Background: an optimization exercise with open tools, aiming at a short achievable clock period and few clock cycles per item. Do not read the settings as production practice. At most, simulation tests tie the RTL to the original design; equivalence was not proved. Power is estimated from default activity; no workload was simulated.

==> build 7 <==
==> flow/design.v <==
`default_nettype none
package bitmap_pkg;
  localparam int WINDOW_BITS   = 128;
  localparam int BANK_BITS     = 32;
  localparam int N_BANKS       = WINDOW_BITS / BANK_BITS;
  localparam int SHIFT_BITS    = 14;
  localparam int WIN_CNT_BITS  = $clog2(WINDOW_BITS) + 1;
  localparam int BANK_POS_BITS = $clog2(BANK_BITS);
  localparam int BANK_IDX_BITS = $clog2(N_BANKS);
  typedef logic [31:0]              cmd_word_t;
  typedef logic [WINDOW_BITS-1:0]   window_t;
  typedef logic [SHIFT_BITS-1:0]    shift_t;
  typedef logic [15:0]              report_t;
  typedef logic [WIN_CNT_BITS-1:0]  win_cnt_t;
  typedef logic [BANK_POS_BITS-1:0] bank_pos_t;
  typedef logic [BANK_IDX_BITS-1:0] bank_idx_t;
  typedef enum logic [1:0] {
    op_cut     = 2'b00,
    op_mark    = 2'b01,
    op_find    = 2'b10,
    op_preread = 2'b11
  } opcode_t;
  localparam int MARK_AACK_VALID_BIT = 29;
  localparam int MARK_SACK_VALID_BIT = 28;
  localparam int AACK_SHIFT_LSB      = 14;
  localparam logic [1:0] REPORT_TAG_HOLE = 2'b10;
endpackage
`default_nettype wire
`timescale 1ns/10ps
`default_nettype none
module cmd_decoder #(
  parameter int CREDITS = 4
) (
  input  wire                        clk,
  input  wire                        rst_n,
  input  wire bitmap_pkg::cmd_word_t cmd_data,
  input  wire                        cmd_empty,
  output logic                       cmd_rd_en,
  input  wire                        report_push,
  output bitmap_pkg::window_t        mark_mask,
  output bitmap_pkg::window_t        find_mask,
  output logic                       find_valid,
  output bitmap_pkg::shift_t         find_big
);
  localparam int W = bitmap_pkg::WINDOW_BITS;
  logic       cant_pop;   
  logic       rd_q;       
  logic [3:0] occ;        
  logic [3:0] occ_next;
  logic       drop;
  assign cmd_rd_en = !(cant_pop || cmd_empty);
  always_ff @(posedge clk or negedge rst_n) begin
    if (!rst_n) begin
      rd_q <= 1'b0;
    end else begin
      rd_q <= cmd_rd_en;
    end
  end
  logic                is_mark;
  logic                is_find;
  logic                sack_valid;
  logic                aack_valid;
  bitmap_pkg::shift_t  sack_shift;
  bitmap_pkg::shift_t  aack_shift;
  bitmap_pkg::shift_t  offset;
  bitmap_pkg::window_t mm;
  bitmap_pkg::window_t fm;
  assign is_mark    = rd_q && (cmd_data[31:30] == bitmap_pkg::op_mark);
  assign is_find    = rd_q && (cmd_data[31:30] == bitmap_pkg::op_find);
  assign aack_valid = cmd_data[bitmap_pkg::MARK_AACK_VALID_BIT];
  assign sack_valid = cmd_data[bitmap_pkg::MARK_SACK_VALID_BIT];
  assign aack_shift = cmd_data[bitmap_pkg::AACK_SHIFT_LSB +: bitmap_pkg::SHIFT_BITS];
  assign sack_shift = cmd_data[bitmap_pkg::SHIFT_BITS-1:0];
  assign offset     = cmd_data[bitmap_pkg::SHIFT_BITS-1:0];
  always_comb begin
    for (int i = 0; i < W; i++) begin
      mm[i] = is_mark && (
                (sack_valid && sack_shift == bitmap_pkg::shift_t'(i)) ||
                (aack_valid && aack_shift >  bitmap_pkg::shift_t'(i)));
      fm[i] = (offset >= bitmap_pkg::shift_t'(i));
    end
  end
  always_ff @(posedge clk or negedge rst_n) begin
    if (!rst_n) begin
      mark_mask  <= '0;
      find_valid <= 1'b0;
    end else begin
      mark_mask  <= mm;
      find_valid <= is_find;
    end
  end
  always_ff @(posedge clk) begin
    find_mask <= fm;
    find_big  <= (offset >= bitmap_pkg::shift_t'(W - 1))
               ? offset + bitmap_pkg::shift_t'(1)
               : bitmap_pkg::shift_t'(W);
  end
  assign drop     = rd_q && !(cmd_data[31:30] == bitmap_pkg::op_find);
  assign occ_next = occ + {3'd0, cmd_rd_en} - {3'd0, drop} - {3'd0, report_push};
  always_ff @(posedge clk or negedge rst_n) begin
    if (!rst_n) begin
      occ     <= '0;
      cant_pop <= 1'b0;
    end else begin
      occ     <= occ_next;
      cant_pop <= (occ_next >= 4'(CREDITS));
    end
  end
endmodule
`default_nettype wire
`timescale 1ns/10ps
`default_nettype none
module ffz128 (
  input  wire  [127:0] x,
  output logic         all_ones,
  output logic [6:0]   idx
);
  for (genvar l = 0; l <= 7; l++) begin : lv
    localparam int N = 128 >> l;
    logic [N-1:0]   a;
    logic [N*7-1:0] ix;
    if (l == 0) begin : g_leaf
      assign a  = x;
      assign ix = '0;
    end else begin : g_node
      for (genvar i = 0; i < N; i++) begin : g_n
        assign a[i] = lv[l-1].a[2*i] & lv[l-1].a[2*i+1];
        assign ix[i*7 +: 7] = lv[l-1].a[2*i]
                            ? (lv[l-1].ix[(2*i+1)*7 +: 7] | 7'(1 << (l-1)))
                            : lv[l-1].ix[(2*i)*7 +: 7];
      end
    end
  end
  assign all_ones = lv[7].a[0];
  assign idx      = lv[7].ix[6:0];
endmodule
module ack_window (
  input  wire                      clk,
  input  wire                      rst_n,
  input  wire bitmap_pkg::window_t mark_mask,
  output bitmap_pkg::window_t      window
);
  bitmap_pkg::window_t x;
  logic                all_ones;
  logic [6:0]          f;
  bitmap_pkg::window_t s [0:7];
  assign x = window | mark_mask;
  ffz128 i_ffz (.x(x), .all_ones(all_ones), .idx(f));
  assign s[0] = x;
  for (genvar k = 0; k < 7; k++) begin : g_sh
    assign s[k+1] = f[6-k] ? (s[k] >> (64 >> k)) : s[k];
  end
  always_ff @(posedge clk or negedge rst_n) begin
    if (!rst_n) begin
      window <= '0;
    end else begin
      window <= all_ones ? '0 : s[7];
    end
  end
endmodule
`default_nettype wire
`timescale 1ns/10ps
`default_nettype none
module hole_finder #(
  parameter int DEPTH = 4
) (
  input  wire                      clk,
  input  wire                      rst_n,
  input  wire                      find_valid,
  input  wire bitmap_pkg::window_t find_mask,
  input  wire bitmap_pkg::shift_t  find_big,
  input  wire bitmap_pkg::window_t window,
  output bitmap_pkg::report_t      report_data,
  output logic                     report_wr_en,
  input  wire                      report_full
);
  localparam int PW = $clog2(DEPTH);
  logic               all_ones;
  logic [6:0]         g;
  bitmap_pkg::shift_t pos;
  ffz128 i_ffz (.x(window | find_mask), .all_ones(all_ones), .idx(g));
  assign pos = all_ones ? find_big : {7'd0, g};
  bitmap_pkg::shift_t q [0:DEPTH-1];
  logic [PW-1:0]      wr_ptr;
  logic [PW-1:0]      rd_ptr;
  logic [PW:0]        cnt;
  logic               q_empty;
  logic               pop;
  logic [PW:0]        cnt_next;
  assign pop          = !(q_empty || report_full);
  assign report_wr_en = pop;
  assign report_data  = {bitmap_pkg::REPORT_TAG_HOLE, q[rd_ptr]};
  assign cnt_next     = cnt + {{PW{1'b0}}, find_valid} - {{PW{1'b0}}, pop};
  always_ff @(posedge clk or negedge rst_n) begin
    if (!rst_n) begin
      cnt    <= '0;
      q_empty <= 1'b1;
      wr_ptr <= '0;
      rd_ptr <= '0;
    end else begin
      cnt  <= cnt_next;
      q_empty <= (cnt_next == '0);
      if (find_valid) wr_ptr <= wr_ptr + PW'(1);
      if (pop)        rd_ptr <= rd_ptr + PW'(1);
    end
  end
  always_ff @(posedge clk) begin
    if (find_valid) begin
      q[wr_ptr] <= pos;
    end
  end
endmodule
`default_nettype wire
`timescale 1ns/10ps
`default_nettype none
module bitmap_ctrl (
  input  wire                        clk,
  input  wire                        rst_n,
  input  wire bitmap_pkg::cmd_word_t cmd_data,
  input  wire                        cmd_empty,
  output logic                       cmd_rd_en,
  output bitmap_pkg::report_t        report_data,
  output logic                       report_wr_en,
  input  wire                        report_full
);
  localparam int CREDITS = 4;
  bitmap_pkg::window_t mark_mask;
  bitmap_pkg::window_t find_mask;
  logic                find_valid;
  bitmap_pkg::shift_t  find_big;
  bitmap_pkg::window_t window;
  cmd_decoder #(.CREDITS(CREDITS)) i_cmd_decoder (
    .clk         (clk),
    .rst_n       (rst_n),
    .cmd_data    (cmd_data),
    .cmd_empty   (cmd_empty),
    .cmd_rd_en   (cmd_rd_en),
    .report_push (report_wr_en),
    .mark_mask   (mark_mask),
    .find_mask   (find_mask),
    .find_valid  (find_valid),
    .find_big    (find_big)
  );
  ack_window i_ack_window (
    .clk       (clk),
    .rst_n     (rst_n),
    .mark_mask (mark_mask),
    .window    (window)
  );
  hole_finder #(.DEPTH(CREDITS)) i_hole_finder (
    .clk          (clk),
    .rst_n        (rst_n),
    .find_valid   (find_valid),
    .find_mask    (find_mask),
    .find_big     (find_big),
    .window       (window),
    .report_data  (report_data),
    .report_wr_en (report_wr_en),
    .report_full  (report_full)
  );
endmodule
`default_nettype wire
==> flow/flow/run.sh <==
#!/bin/bash
# Standard layout with a tighter setup target for timing repair; the SDC is the standard flow's.
set -euo pipefail
export SETUP_SLACK_MARGIN=7
bash standard.sh > standard_make.log 2>&1
==> flow/standard.sh <==
#!/bin/bash
# synth_recipe.tcl (not shown) runs the flow's synth.tcl, then flattens the netlist and writes it again
# the make line also repeats each setting of config.mk as NAME=value (left out here)
make -C /OpenROAD-flow-scripts/flow DESIGN_CONFIG=/design/flow/config.mk WORK_HOME=/design/flow/orfs CLKGATE_MAP_FILE= SYNTH_SCRIPT=/design/flow/synth_recipe.tcl "${@:-finish}"
==> flow/config.mk <==
export PLATFORM = sky130hd
export DESIGN_NAME = bitmap_ctrl
export DESIGN_NICKNAME = bitmap_ctrl
export VERILOG_FILES = /design/flow/design.v
export SDC_FILE = /design/flow/constraint.sdc
export NUM_CORES = 4
export LEC_CHECK = 0
export ABC_CLOCK_PERIOD_IN_PS = 4000
export CAP_MARGIN = 30
export CORE_MARGIN = 2
export CORE_UTILIZATION = 25
export SLEW_MARGIN = 30
==> flow/constraint.sdc <==
create_clock -name core_clock -period 11.0 [get_ports {clk}]
set_input_delay 2.2000 -clock core_clock [delete_from_list [all_inputs] [get_ports {clk}]]
set_output_delay 2.2000 -clock core_clock [all_outputs]
set_load 0.01 [all_outputs]
==> trial 22 (differences from build 7) <==
==> flow/design.v, changed modules only <==
module cmd_decoder #(
  parameter int CREDITS = 8
) (
  input  wire                        clk,
  input  wire                        rst_n,
  input  wire bitmap_pkg::cmd_word_t cmd_data,
  input  wire                        cmd_empty,
  output logic                       cmd_rd_en,
  input  wire                        report_push,
  output bitmap_pkg::window_t        mark_mask,
  output bitmap_pkg::window_t        find_mask,
  output logic                       find_valid,
  output bitmap_pkg::shift_t         find_big
);
  localparam int W = bitmap_pkg::WINDOW_BITS;
  logic                  can_pop;
  logic                  rd_q;       
  logic                  cmd_v;      
  bitmap_pkg::cmd_word_t cmd_q;
  logic [4:0]            occ;        
  logic [4:0]            occ_next;
  logic                  drop;
  assign cmd_rd_en = can_pop && !cmd_empty;
  always_ff @(posedge clk or negedge rst_n) begin
    if (!rst_n) begin
      rd_q  <= 1'b0;
      cmd_v <= 1'b0;
    end else begin
      rd_q  <= cmd_rd_en;
      cmd_v <= rd_q;
    end
  end
  always_ff @(posedge clk) begin
    cmd_q <= cmd_data;
  end
  logic               is_mark;
  logic               is_find;
  logic               sack_valid;
  logic               aack_valid;
  bitmap_pkg::shift_t sack_shift;
  bitmap_pkg::shift_t aack_shift;
  bitmap_pkg::shift_t offset;
  bitmap_pkg::window_t mm;
  bitmap_pkg::window_t fm;
  assign is_mark    = cmd_v && (cmd_q[31:30] == bitmap_pkg::op_mark);
  assign is_find    = cmd_v && (cmd_q[31:30] == bitmap_pkg::op_find);
  assign aack_valid = cmd_q[bitmap_pkg::MARK_AACK_VALID_BIT];
  assign sack_valid = cmd_q[bitmap_pkg::MARK_SACK_VALID_BIT];
  assign aack_shift = cmd_q[bitmap_pkg::AACK_SHIFT_LSB +: bitmap_pkg::SHIFT_BITS];
  assign sack_shift = cmd_q[bitmap_pkg::SHIFT_BITS-1:0];
  assign offset     = cmd_q[bitmap_pkg::SHIFT_BITS-1:0];
  always_comb begin
    for (int i = 0; i < W; i++) begin
      mm[i] = is_mark && (
                (sack_valid && sack_shift == bitmap_pkg::shift_t'(i)) ||
                (aack_valid && aack_shift >  bitmap_pkg::shift_t'(i)));
      fm[i] = (offset >= bitmap_pkg::shift_t'(i));
    end
  end
  always_ff @(posedge clk or negedge rst_n) begin
    if (!rst_n) begin
      mark_mask  <= '0;
      find_valid <= 1'b0;
    end else begin
      mark_mask  <= mm;
      find_valid <= is_find;
    end
  end
  always_ff @(posedge clk) begin
    find_mask <= fm;
    find_big  <= (offset >= bitmap_pkg::shift_t'(W - 1))
               ? offset + bitmap_pkg::shift_t'(1)
               : bitmap_pkg::shift_t'(W);
  end
  assign drop     = cmd_v && !(cmd_q[31:30] == bitmap_pkg::op_find);
  assign occ_next = occ + {4'd0, cmd_rd_en} - {4'd0, drop} - {4'd0, report_push};
  always_ff @(posedge clk or negedge rst_n) begin
    if (!rst_n) begin
      occ     <= '0;
      can_pop <= 1'b0;
    end else begin
      occ     <= occ_next;
      can_pop <= (occ_next < 5'(CREDITS));
    end
  end
endmodule
module hole_finder #(
  parameter int DEPTH = 8
) (
  input  wire                      clk,
  input  wire                      rst_n,
  input  wire                      find_valid,
  input  wire bitmap_pkg::window_t find_mask,
  input  wire bitmap_pkg::shift_t  find_big,
  input  wire bitmap_pkg::window_t window,
  output bitmap_pkg::report_t      report_data,
  output logic                     report_wr_en,
  input  wire                      report_full
);
  logic               all_ones;
  logic [6:0]         g;
  logic               res_v;
  logic               res_big;
  logic [6:0]         res_g;
  bitmap_pkg::shift_t res_bigpos;
  bitmap_pkg::shift_t res_pos;
  ffz128 i_ffz (.x(window | find_mask), .all_ones(all_ones), .idx(g));
  always_ff @(posedge clk or negedge rst_n) begin
    if (!rst_n) begin
      res_v <= 1'b0;
    end else begin
      res_v <= find_valid;
    end
  end
  always_ff @(posedge clk) begin
    res_big    <= all_ones;
    res_g      <= g;
    res_bigpos <= find_big;
  end
  assign res_pos = res_big ? res_bigpos : {7'd0, res_g};
  bitmap_pkg::shift_t      q [0:DEPTH-1];
  logic [$clog2(DEPTH):0]  cnt;
  logic                    q_ne;
  logic                    pop;
  logic [$clog2(DEPTH):0]  cnt_next;
  assign pop          = q_ne && !report_full;
  assign report_wr_en = pop;
  assign report_data  = {bitmap_pkg::REPORT_TAG_HOLE, q[0]};
  assign cnt_next     = cnt + {{$clog2(DEPTH){1'b0}}, res_v} - {{$clog2(DEPTH){1'b0}}, pop};
  always_ff @(posedge clk or negedge rst_n) begin
    if (!rst_n) begin
      cnt  <= '0;
      q_ne <= 1'b0;
    end else begin
      cnt  <= cnt_next;
      q_ne <= (cnt_next != '0);
    end
  end
  always_ff @(posedge clk) begin
    for (int k = 0; k < DEPTH; k++) begin
      if (pop) begin
        if (res_v && cnt == ($clog2(DEPTH)+1)'(k + 1)) begin
          q[k] <= res_pos;
        end else if (k < DEPTH - 1) begin
          q[k] <= q[k+1];
        end
      end else if (res_v && cnt == ($clog2(DEPTH)+1)'(k)) begin
        q[k] <= res_pos;
      end
    end
  end
endmodule
module bitmap_ctrl (
  input  wire                        clk,
  input  wire                        rst_n,
  input  wire bitmap_pkg::cmd_word_t cmd_data,
  input  wire                        cmd_empty,
  output logic                       cmd_rd_en,
  output bitmap_pkg::report_t        report_data,
  output logic                       report_wr_en,
  input  wire                        report_full
);
  localparam int CREDITS = 8;
  bitmap_pkg::window_t mark_mask;
  bitmap_pkg::window_t find_mask;
  logic                find_valid;
  bitmap_pkg::shift_t  find_big;
  bitmap_pkg::window_t window;
  cmd_decoder #(.CREDITS(CREDITS)) i_cmd_decoder (
    .clk         (clk),
    .rst_n       (rst_n),
    .cmd_data    (cmd_data),
    .cmd_empty   (cmd_empty),
    .cmd_rd_en   (cmd_rd_en),
    .report_push (report_wr_en),
    .mark_mask   (mark_mask),
    .find_mask   (find_mask),
    .find_valid  (find_valid),
    .find_big    (find_big)
  );
  ack_window i_ack_window (
    .clk       (clk),
    .rst_n     (rst_n),
    .mark_mask (mark_mask),
    .window    (window)
  );
  hole_finder #(.DEPTH(CREDITS)) i_hole_finder (
    .clk          (clk),
    .rst_n        (rst_n),
    .find_valid   (find_valid),
    .find_mask    (find_mask),
    .find_big     (find_big),
    .window       (window),
    .report_data  (report_data),
    .report_wr_en (report_wr_en),
    .report_full  (report_full)
  );
endmodule
==> flow/run.sh (new file) <==
#!/bin/bash
# synth_recipe.tcl (not shown) runs the flow's synth.tcl, then flattens the netlist and writes it again
# the make line also repeats each setting of config.mk as NAME=value (left out here)
make -C /OpenROAD-flow-scripts/flow DESIGN_CONFIG=/design/flow/config.mk WORK_HOME=/design/flow/orfs CLKGATE_MAP_FILE= SYNTH_SCRIPT=/design/flow/synth_recipe.tcl finish
--- a/flow/config.mk
+++ b/flow/config.mk
@@ -10,3 +10,4 @@
 export CORE_MARGIN = 2
 export CORE_UTILIZATION = 25
+export SETUP_SLACK_MARGIN = 5
 export SLEW_MARGIN = 30
removed: flow/flow/run.sh
removed: flow/standard.sh
==> qor summary <==
quantity	build 7	trial 22
Post-synth top flop	sky130_fd_sc_hd__dfrtp_1	sky130_fd_sc_hd__dfxtp_1
Minimum hold slack	0.4738 ns	0.3249 ns
Share of the final layout cell area in multi-input gates	0.5071	0.4929
Critical Path Fanout Max	2	48
Slew of the pin with the lowest slew margin	1.273 ns	1.076 ns
Fraction of the mapped netlist area in simple logic gates	0.1850	0.1692
Outcome	complete, no violations	complete, no violations
Sequential cell area	0.01137 mm^2	0.01321 mm^2
Post-Synthesis Cell Area	0.02924 mm^2	0.03342 mm^2
Switching power	3.570 mW	4.393 mW
Cells resized by post-CTS repair	532	0
Critical path endpoint category	primary output	flip-flop
Total CTS buffers	52	72
Number of synthesized flops with an enable pin	56	28
Signal arrival time at the worst endpoint	2.49 ns	6.58 ns
Non-filler instance count after layout	5239	5781
Testbench counts of build 7, summed over its fixed seeds: cycles 12,024, items 12,000.
The RTL of trial 22 was laid out without a check of its function.

==> separate check: timing with driven ports <==
The results above use ideal ports. As a check the final layouts listed here were re-extracted and re-timed, cells and wires unchanged.
Step 1, drivers: a clkbuf_16 drives clk and a buf_2 each remaining input, both assumed.
Step 2 also shifts input and output timing later by t, the mid clock arrival at the registers, as if the neighbouring blocks saw the same clock.
a / b / c = no drivers / after step 1 / after step 2; a / b = the first two.
run	t, ns	setup slack, ns	worst setup path at the end	worst register clock-pin slew, ns
build 7	0.708	6.314 / 6.259 / 6.078	input to register	0.07 / 0.07
trial 22	0.735	4.917 / 4.917 / 4.917	register to register	0.07 / 0.07
After both steps setup and hold are still met in every run listed. For build 7, which loses most, drivers alone change the setup slack by -0.055 ns; drivers and shift together by -0.236 ns.
